Source: an optimization exercise on an open RTL-to-GDS flow (aim: a short achievable clock period and few clock cycles). Production flows keep margins and buffers that such runs may drop.
Where RTL was checked, it was by simulation tests only, not by an equivalence proof against the original.
Power and IR drop assume default switching activity.

==> fjord: inputs <==
==> flow/design.v <==
`timescale 1ns/1ns
package mips_pkg;
    typedef logic [31:0] word_t;     
    typedef logic [4:0]  reg_idx_t;  
    typedef logic [5:0]  opcode_t;   
    typedef logic [5:0]  funct_t;    
    typedef logic [3:0]  alu_sel_t;  
    typedef logic [1:0]  fwd_sel_t;  
    function automatic word_t fwd_pick(fwd_sel_t sel, word_t reg_val,
                                       word_t exmem_val, word_t wb_val);
        case (sel)
            2'd1: fwd_pick = exmem_val;  
            2'd2:    fwd_pick = wb_val;     
            default:    fwd_pick = reg_val;
        endcase
    endfunction
endpackage
`timescale 1ns/1ns
module mips_pipeline (
    input  logic            clk,
    input  logic            rstn,
    output mips_pkg::word_t imem_addr,
    input  mips_pkg::word_t imem_instr,
    output mips_pkg::word_t dmem_addr,
    output mips_pkg::word_t dmem_wdata,
    output logic            dmem_we,
    output logic            dmem_re,
    input  mips_pkg::word_t dmem_rdata
);
    logic [31:0] pc;
    logic [31:0] regs [1:31];
    logic        id_valid;
    logic [31:0] id_instr;
    logic [31:0] id_pc4;
    logic [31:0] id_ra;               
    logic [31:0] id_rb;
    logic [31:0] ex_a;
    logic [31:0] ex_b;                
    logic        ex_fwd_a;            
    logic        ex_fwd_b;
    logic [31:0] ex_maddr;
    logic [31:0] ex_target;
    logic [4:0]  ex_dst;
    logic        ex_we;
    logic        ex_re;
    logic        ex_st;
    logic        ex_late;             
    logic        ex_sub;              
    logic [1:0]  ex_op;               
    logic [31:0] wb_val;
    logic [4:0]  wb_dst;
    logic        wb_we;
    logic [31:0] wb2_val;
    logic [4:0]  wb2_dst;
    logic        wb2_we;
    logic [31:0] pc4;
    logic [31:0] rf_a, rf_b;
    logic [4:0]  f_rs, f_rt;
    assign imem_addr = pc;
    assign pc4       = pc + 32'd4;
    assign f_rs      = imem_instr[25:21];
    assign f_rt      = imem_instr[20:16];
    assign rf_a      = (f_rs == 5'd0) ? 32'd0 : regs[f_rs];
    assign rf_b      = (f_rt == 5'd0) ? 32'd0 : regs[f_rt];
    logic [5:0]  op, fn;
    logic [4:0]  rs, rt, rd;
    logic [31:0] imm;
    logic        is_r, is_addi, is_lw, is_sw, is_beq;
    logic        d_we;
    logic [4:0]  d_dst;
    logic [31:0] a, b;
    logic        dep_a, dep_b;
    logic        stall;
    logic        late;
    logic        early_taken;
    logic [31:0] target;
    logic [31:0] maddr;
    logic        late_taken;
    assign op  = id_instr[31:26];
    assign fn  = id_instr[5:0];
    assign rs  = id_instr[25:21];
    assign rt  = id_instr[20:16];
    assign rd  = id_instr[15:11];
    assign imm = {{16{id_instr[15]}}, id_instr[15:0]};
    assign is_r    = id_valid && op == 6'h00;
    assign is_addi = id_valid && op == 6'h08;
    assign is_lw   = id_valid && op == 6'h23;
    assign is_sw   = id_valid && op == 6'h2b;
    assign is_beq  = id_valid && op == 6'h04;
    assign d_dst = is_r ? rd : rt;
    assign d_we  = (is_r || is_addi || is_lw) && d_dst != 5'd0;
    always_comb begin
        if (wb_we && wb_dst == rs)        a = wb_val;
        else if (wb2_we && wb2_dst == rs) a = wb2_val;
        else                              a = id_ra;
        if (wb_we && wb_dst == rt)        b = wb_val;
        else if (wb2_we && wb2_dst == rt) b = wb2_val;
        else                              b = id_rb;
    end
    assign dep_a = ex_we && ex_dst == rs;
    assign dep_b = ex_we && ex_dst == rt;
    assign late  = is_beq && (dep_a || dep_b);
    assign stall = ((is_lw || is_sw) && dep_a) || (is_beq && ex_late);
    assign target      = id_pc4 + {imm[29:0], 2'b00};
    assign maddr       = a + imm;
    assign early_taken = is_beq && !late && !stall && (a == b);
    logic [31:0] op_a, op_b;
    logic [31:0] sum;
    logic        slt;
    logic [31:0] alu;
    assign op_a = ex_fwd_a ? wb_val : ex_a;
    assign op_b = ex_fwd_b ? wb_val : ex_b;
    assign sum  = op_a + (ex_sub ? ~op_b : op_b) + {31'd0, ex_sub};
    assign slt  = (op_a[31] ^ op_b[31]) ? op_a[31] : sum[31];
    always_comb begin
        case (ex_op)
            2'd1:    alu = op_a & op_b;
            2'd2:    alu = op_a | op_b;
            2'd3:    alu = {31'd0, slt};
            default: alu = sum;
        endcase
    end
    assign late_taken = ex_late && (op_a == op_b);
    assign dmem_addr  = ex_maddr;
    assign dmem_wdata = op_b;
    assign dmem_we    = ex_st;
    assign dmem_re    = ex_re;
    always_ff @(posedge clk) begin
        if (rstn)
            pc <= 32'h0040_0000;
        else if (late_taken)
            pc <= ex_target;
        else if (stall)
            pc <= pc;
        else if (early_taken)
            pc <= target;
        else
            pc <= pc4;
    end
    always_ff @(posedge clk) begin
        if (rstn)
            id_valid <= 1'b0;
        else if (!stall)
            id_valid <= !late_taken;
    end
    always_ff @(posedge clk) begin
        if (stall) begin
            id_ra <= a;                       
            id_rb <= b;
        end else begin
            id_instr <= imem_instr;
            id_pc4   <= pc4;
            id_ra    <= rf_a;
            id_rb    <= rf_b;
        end
    end
    always_ff @(posedge clk) begin
        if (rstn || stall) begin
            ex_we   <= 1'b0;
            ex_re   <= 1'b0;
            ex_st   <= 1'b0;
            ex_late <= 1'b0;
        end else begin
            ex_we   <= d_we;
            ex_re   <= is_lw;
            ex_st   <= is_sw;
            ex_late <= late;
        end
    end
    always_ff @(posedge clk) begin
        ex_a      <= a;
        ex_b      <= is_addi ? imm : b;
        ex_fwd_a  <= dep_a;
        ex_fwd_b  <= dep_b && !is_addi;
        ex_maddr  <= maddr;
        ex_target <= target;
        ex_dst    <= d_dst;
        ex_sub    <= is_beq || (op == 6'h00 && (fn == 6'h22 || fn == 6'h2a));
        if (op == 6'h00 && fn == 6'h24)      ex_op <= 2'd1;
        else if (op == 6'h00 && fn == 6'h25)  ex_op <= 2'd2;
        else if (op == 6'h00 && fn == 6'h2a) ex_op <= 2'd3;
        else                                       ex_op <= 2'd0;
    end
    always_ff @(posedge clk) begin
        if (rstn) begin
            wb_we  <= 1'b0;
            wb2_we <= 1'b0;
        end else begin
            wb_we  <= ex_we;
            wb2_we <= wb_we;
        end
    end
    always_ff @(posedge clk) begin
        wb_val  <= ex_re ? dmem_rdata : alu;
        wb_dst  <= ex_dst;
        wb2_val <= wb_val;
        wb2_dst <= wb_dst;
    end
    always_ff @(posedge clk) begin
        if (wb_we)
            regs[wb_dst] <= wb_val;
    end
endmodule
==> flow/run.sh <==
#!/bin/bash
# synth_recipe.tcl (not shown) runs the flow's synth.tcl, then flattens the netlist and writes it again
# the make line also repeats each setting of config.mk as NAME=value (left out here)
make -C /OpenROAD-flow-scripts/flow DESIGN_CONFIG=/design/flow/config.mk WORK_HOME=/design/flow/orfs CLKGATE_MAP_FILE= SYNTH_SCRIPT=/design/flow/synth_recipe.tcl finish
==> flow/config.mk <==
export PLATFORM = sky130hd
export DESIGN_NAME = mips_pipeline
export DESIGN_NICKNAME = mips_pipeline
export VERILOG_FILES = /design/flow/design.v
export SDC_FILE = /design/flow/constraint.sdc
export NUM_CORES = 4
export LEC_CHECK = 0
export ABC_CLOCK_PERIOD_IN_PS = 2500
export CAP_MARGIN = 20
export CORE_MARGIN = 2
export CORE_UTILIZATION = 40
export SETUP_SLACK_MARGIN = 3.5
export SLEW_MARGIN = 20
==> flow/constraint.sdc <==
create_clock -name core_clock -period 6.2 [get_ports {clk}]
set_input_delay 1.2400 -clock core_clock [delete_from_list [all_inputs] [get_ports {clk}]]
set_output_delay 1.2400 -clock core_clock [all_outputs]
set_load 0.01 [all_outputs]
==> inputs of maple, as changes to fjord <==
--- a/flow/design.v
+++ b/flow/design.v
@@ -17,4 +17,26 @@
 endpackage
 `timescale 1ns/1ns
+module add32 (
+    input  logic [31:0] x,
+    input  logic [31:0] y,
+    output logic [31:0] s
+);
+    assign s = x + y;
+endmodule
+module sub32 (
+    input  logic [31:0] x,
+    input  logic [31:0] y,
+    output logic [31:0] s
+);
+    assign s = x - y;
+endmodule
+module eq32 (
+    input  logic [31:0] x,
+    input  logic [31:0] y,
+    output logic        e
+);
+    assign e = x == y;
+endmodule
+`timescale 1ns/1ns
 module mips_pipeline (
     input  logic            clk,
@@ -35,8 +57,9 @@
     logic [31:0] id_ra;               
     logic [31:0] id_rb;
+    logic        id_a_wb, id_a_wb2;   
+    logic        id_b_wb, id_b_wb2;   
+    logic        id_dep_a, id_dep_b;  
     logic [31:0] ex_a;
     logic [31:0] ex_b;                
-    logic        ex_fwd_a;            
-    logic        ex_fwd_b;
     logic [31:0] ex_maddr;
     logic [31:0] ex_target;
@@ -46,6 +69,7 @@
     logic        ex_st;
     logic        ex_late;             
-    logic        ex_sub;              
-    logic [1:0]  ex_op;               
+    logic        ex_add, ex_sub, ex_and, ex_or, ex_slt;    
+    logic        ex_ld;               
+    logic [31:0] st_data;             
     logic [31:0] wb_val;
     logic [4:0]  wb_dst;
@@ -70,5 +94,4 @@
     logic [4:0]  d_dst;
     logic [31:0] a, b;
-    logic        dep_a, dep_b;
     logic        stall;
     logic        late;
@@ -90,38 +113,55 @@
     assign d_dst = is_r ? rd : rt;
     assign d_we  = (is_r || is_addi || is_lw) && d_dst != 5'd0;
+    assign a = id_a_wb ? wb_val : id_a_wb2 ? wb2_val : id_ra;
+    assign b = id_b_wb ? wb_val : id_b_wb2 ? wb2_val : id_rb;
+    assign late  = is_beq && rs != rt && (id_dep_a || id_dep_b);
+    assign stall = ((is_lw || is_sw) && id_dep_a) || (is_beq && ex_late);
+    assign target = id_pc4 + {imm[29:0], 2'b00};
+    logic [31:0] maddr_r, maddr_w, maddr_w2;
+    logic        eq_rr, eq_wr, eq_w2r, eq_rw, eq_rw2, eq_ww2;
+    logic        eq;
+    add32 u_ma_r  (.x(id_ra),   .y(imm), .s(maddr_r));
+    add32 u_ma_w  (.x(wb_val),  .y(imm), .s(maddr_w));
+    add32 u_ma_w2 (.x(wb2_val), .y(imm), .s(maddr_w2));
+    assign maddr    = id_a_wb ? maddr_w : id_a_wb2 ? maddr_w2 : maddr_r;
+    eq32 u_eq_rr  (.x(id_ra),   .y(id_rb),   .e(eq_rr));
+    eq32 u_eq_wr  (.x(wb_val),  .y(id_rb),   .e(eq_wr));
+    eq32 u_eq_w2r (.x(wb2_val), .y(id_rb),   .e(eq_w2r));
+    eq32 u_eq_rw  (.x(id_ra),   .y(wb_val),  .e(eq_rw));
+    eq32 u_eq_rw2 (.x(id_ra),   .y(wb2_val), .e(eq_rw2));
+    eq32 u_eq_ww2 (.x(wb_val),  .y(wb2_val), .e(eq_ww2));
     always_comb begin
-        if (wb_we && wb_dst == rs)        a = wb_val;
-        else if (wb2_we && wb2_dst == rs) a = wb2_val;
-        else                              a = id_ra;
-        if (wb_we && wb_dst == rt)        b = wb_val;
-        else if (wb2_we && wb2_dst == rt) b = wb2_val;
-        else                              b = id_rb;
-    end
-    assign dep_a = ex_we && ex_dst == rs;
-    assign dep_b = ex_we && ex_dst == rt;
-    assign late  = is_beq && (dep_a || dep_b);
-    assign stall = ((is_lw || is_sw) && dep_a) || (is_beq && ex_late);
-    assign target      = id_pc4 + {imm[29:0], 2'b00};
-    assign maddr       = a + imm;
-    assign early_taken = is_beq && !late && !stall && (a == b);
+        case ({id_a_wb, id_a_wb2 && !id_a_wb, id_b_wb, id_b_wb2 && !id_b_wb})
+            4'b1010, 4'b0101: eq = 1'b1;
+            4'b1001:          eq = eq_ww2;
+            4'b0110:          eq = eq_ww2;
+            4'b1000:          eq = eq_wr;
+            4'b0100:          eq = eq_w2r;
+            4'b0010:          eq = eq_rw;
+            4'b0001:          eq = eq_rw2;
+            default:          eq = eq_rr;
+        endcase
+    end
+    assign early_taken = is_beq && !late && !stall && (rs == rt || eq);
     logic [31:0] op_a, op_b;
-    logic [31:0] sum;
     logic        slt;
-    logic [31:0] alu;
-    assign op_a = ex_fwd_a ? wb_val : ex_a;
-    assign op_b = ex_fwd_b ? wb_val : ex_b;
-    assign sum  = op_a + (ex_sub ? ~op_b : op_b) + {31'd0, ex_sub};
-    assign slt  = (op_a[31] ^ op_b[31]) ? op_a[31] : sum[31];
-    always_comb begin
-        case (ex_op)
-            2'd1:    alu = op_a & op_b;
-            2'd2:    alu = op_a | op_b;
-            2'd3:    alu = {31'd0, slt};
-            default: alu = sum;
-        endcase
-    end
-    assign late_taken = ex_late && (op_a == op_b);
+    logic [31:0] res;
+    assign op_a = ex_a;
+    assign op_b = ex_b;
+    logic [31:0] add_r, sub_r;
+    add32 u_add (.x(op_a), .y(op_b), .s(add_r));
+    sub32 u_sub (.x(op_a), .y(op_b), .s(sub_r));
+    assign slt   = op_b[31] ? (op_a[31] & sub_r[31]) : (op_a[31] | sub_r[31]);
+    assign res = ({32{ex_and}} & (op_a & op_b)) |
+                 ({32{ex_or}}  & (op_a | op_b)) |
+                 ({32{ex_add}} & add_r) |
+                 ({32{ex_sub}} & sub_r) |
+                 {31'd0, ex_slt & slt} |
+                 ({32{ex_ld}}  & dmem_rdata);
+    logic eq_ab;
+    eq32 u_eq_ab (.x(ex_a), .y(ex_b), .e(eq_ab));
+    assign late_taken = ex_late && eq_ab;
     assign dmem_addr  = ex_maddr;
-    assign dmem_wdata = op_b;
+    assign dmem_wdata = st_data;
     assign dmem_we    = ex_st;
     assign dmem_re    = ex_re;
@@ -146,6 +186,12 @@
     always_ff @(posedge clk) begin
         if (stall) begin
-            id_ra <= a;                       
-            id_rb <= b;
+            id_ra    <= a;                    
+            id_rb    <= b;
+            id_a_wb  <= id_dep_a;
+            id_b_wb  <= id_dep_b;
+            id_a_wb2 <= 1'b0;
+            id_b_wb2 <= 1'b0;
+            id_dep_a <= 1'b0;                 
+            id_dep_b <= 1'b0;
         end else begin
             id_instr <= imem_instr;
@@ -153,4 +199,10 @@
             id_ra    <= rf_a;
             id_rb    <= rf_b;
+            id_a_wb  <= ex_we && ex_dst == f_rs;
+            id_b_wb  <= ex_we && ex_dst == f_rt;
+            id_a_wb2 <= wb_we && wb_dst == f_rs;
+            id_b_wb2 <= wb_we && wb_dst == f_rt;
+            id_dep_a <= d_we && d_dst == f_rs;
+            id_dep_b <= d_we && d_dst == f_rt;
         end
     end
@@ -169,16 +221,16 @@
     end
     always_ff @(posedge clk) begin
-        ex_a      <= a;
-        ex_b      <= is_addi ? imm : b;
-        ex_fwd_a  <= dep_a;
-        ex_fwd_b  <= dep_b && !is_addi;
+        ex_a      <= id_dep_a ? res : a;
+        ex_b      <= is_addi ? imm : id_dep_b ? res : b;
         ex_maddr  <= maddr;
         ex_target <= target;
         ex_dst    <= d_dst;
-        ex_sub    <= is_beq || (op == 6'h00 && (fn == 6'h22 || fn == 6'h2a));
-        if (op == 6'h00 && fn == 6'h24)      ex_op <= 2'd1;
-        else if (op == 6'h00 && fn == 6'h25)  ex_op <= 2'd2;
-        else if (op == 6'h00 && fn == 6'h2a) ex_op <= 2'd3;
-        else                                       ex_op <= 2'd0;
+        ex_ld     <= op == 6'h23;
+        ex_add    <= !(op == 6'h00 && (fn == 6'h22 || fn == 6'h24 || fn == 6'h25 ||
+                                       fn == 6'h2a)) && op != 6'h23;
+        ex_sub    <= op == 6'h00 && fn == 6'h22;
+        ex_and    <= op == 6'h00 && fn == 6'h24;
+        ex_or     <= op == 6'h00 && fn == 6'h25;
+        ex_slt    <= op == 6'h00 && fn == 6'h2a;
     end
     always_ff @(posedge clk) begin
@@ -192,5 +244,8 @@
     end
     always_ff @(posedge clk) begin
-        wb_val  <= ex_re ? dmem_rdata : alu;
+        st_data <= !is_sw ? 32'd0 : id_dep_b ? res : b;
+    end
+    always_ff @(posedge clk) begin
+        wb_val  <= res;
         wb_dst  <= ex_dst;
         wb2_val <= wb_val;
Settings changed: SETUP_SLACK_MARGIN 3.5 to 4, SYNTH_HIERARCHICAL from default to 1.
==> run notes <==
Against maple, the cell count of fjord is lower by 19%. Clock skew: maple is higher than fjord (15 ps). Between fjord and maple, the lower worst setup slack is in fjord (gap 490 ps). In maple the fmax is higher than in fjord, by 13%. In maple the die area is larger than in fjord, by about 10%. Of maple and fjord, maple has the higher first-iteration DRC count (gap about 43%, measured against fjord). Register-to-register slack: fjord is worse than maple (490 ps). Sequential share of layout area: maple is lower than fjord (5.2 points). Via count: maple is higher than fjord (27%).
==> figures <==
| quantity | maple | fjord |
|---|---|---|
| Outcome | no timing/DRC/antenna violations | no timing/DRC/antenna violations |
| Final Core Density | 53.3% | 50.8% |
| Power density normalized to cell area | 347 mW/mm^2 | 316 mW/mm^2 |
| Number of fill cells | 14900 | 13600 |
| WL met3 | 34600 microns | 21100 microns |
| Num CTS Buffers | 151 | 144 |
| Number of synthesis warnings | 7 | 1 |
| Seq cells post-synth | 1404 | 1371 |
| Final routed wirelength across all metal layers | 310000 microns | 239000 microns |
| Adder and majority cell fraction of the synthesized area | 3.29% | 3.00% |
| Combined area of the multi-input logic cells | 0.0392 sq mm | 0.0312 sq mm |
| Final instance area | 0.0985 sq mm | 0.0848 sq mm |
| Inverters excl. clock | 95 | 115 |
| Xor-xnor portion of the synthesized cell area | 5.33% | 2.43% |
| Height of the chip | 435 microns | 413 microns |
| Area share of the leading cell type in the synthesized netlist | 42.7% | 47.3% |
| Maximum fanout count along the critical path | 3 | 10 |
| Critical path launch point | ex_a[0] | id_instr[20] |
| Average wire per standard cell | 34.6 microns | 32.7 microns |
| Crit path setup slack, layout | 2580 ps | 2090 ps |
Testbench counts of maple, summed over its fixed seeds: cycles 23,491.
No functional check of the RTL was part of fjord.

## afterwards: timing with drivers on the ports
In the flow no input, the clock included, has a driving cell. The finished layouts below were timed again as built, in two steps.
Step 1 assumes that a clkbuf_16 drives the clock port and a buf_2 every other input.
Step 2 moves the port delays by t, midway between the first and last clock arrival at a register: inputs arrive t later, outputs are due t later. That takes back most of the time a late clock gives input paths.
a / b / c = no drivers / after step 1 / after step 2; a / b = the first two.
run	t, ns	setup WS [ns]	slew at the worst register clock pin (ns)	worst data-port slew with drivers (ns)
fjord	0.893	2.088 / 2.088 / 2.088	0.07 / 0.07	0.44
maple	0.895	2.576 / 2.576 / 2.003	0.07 / 0.07	0.46
After both steps every run listed still meets setup and hold. For maple, which loses most, drivers alone change the setup slack by 0.000 ns; drivers and shift together by -0.573 ns.
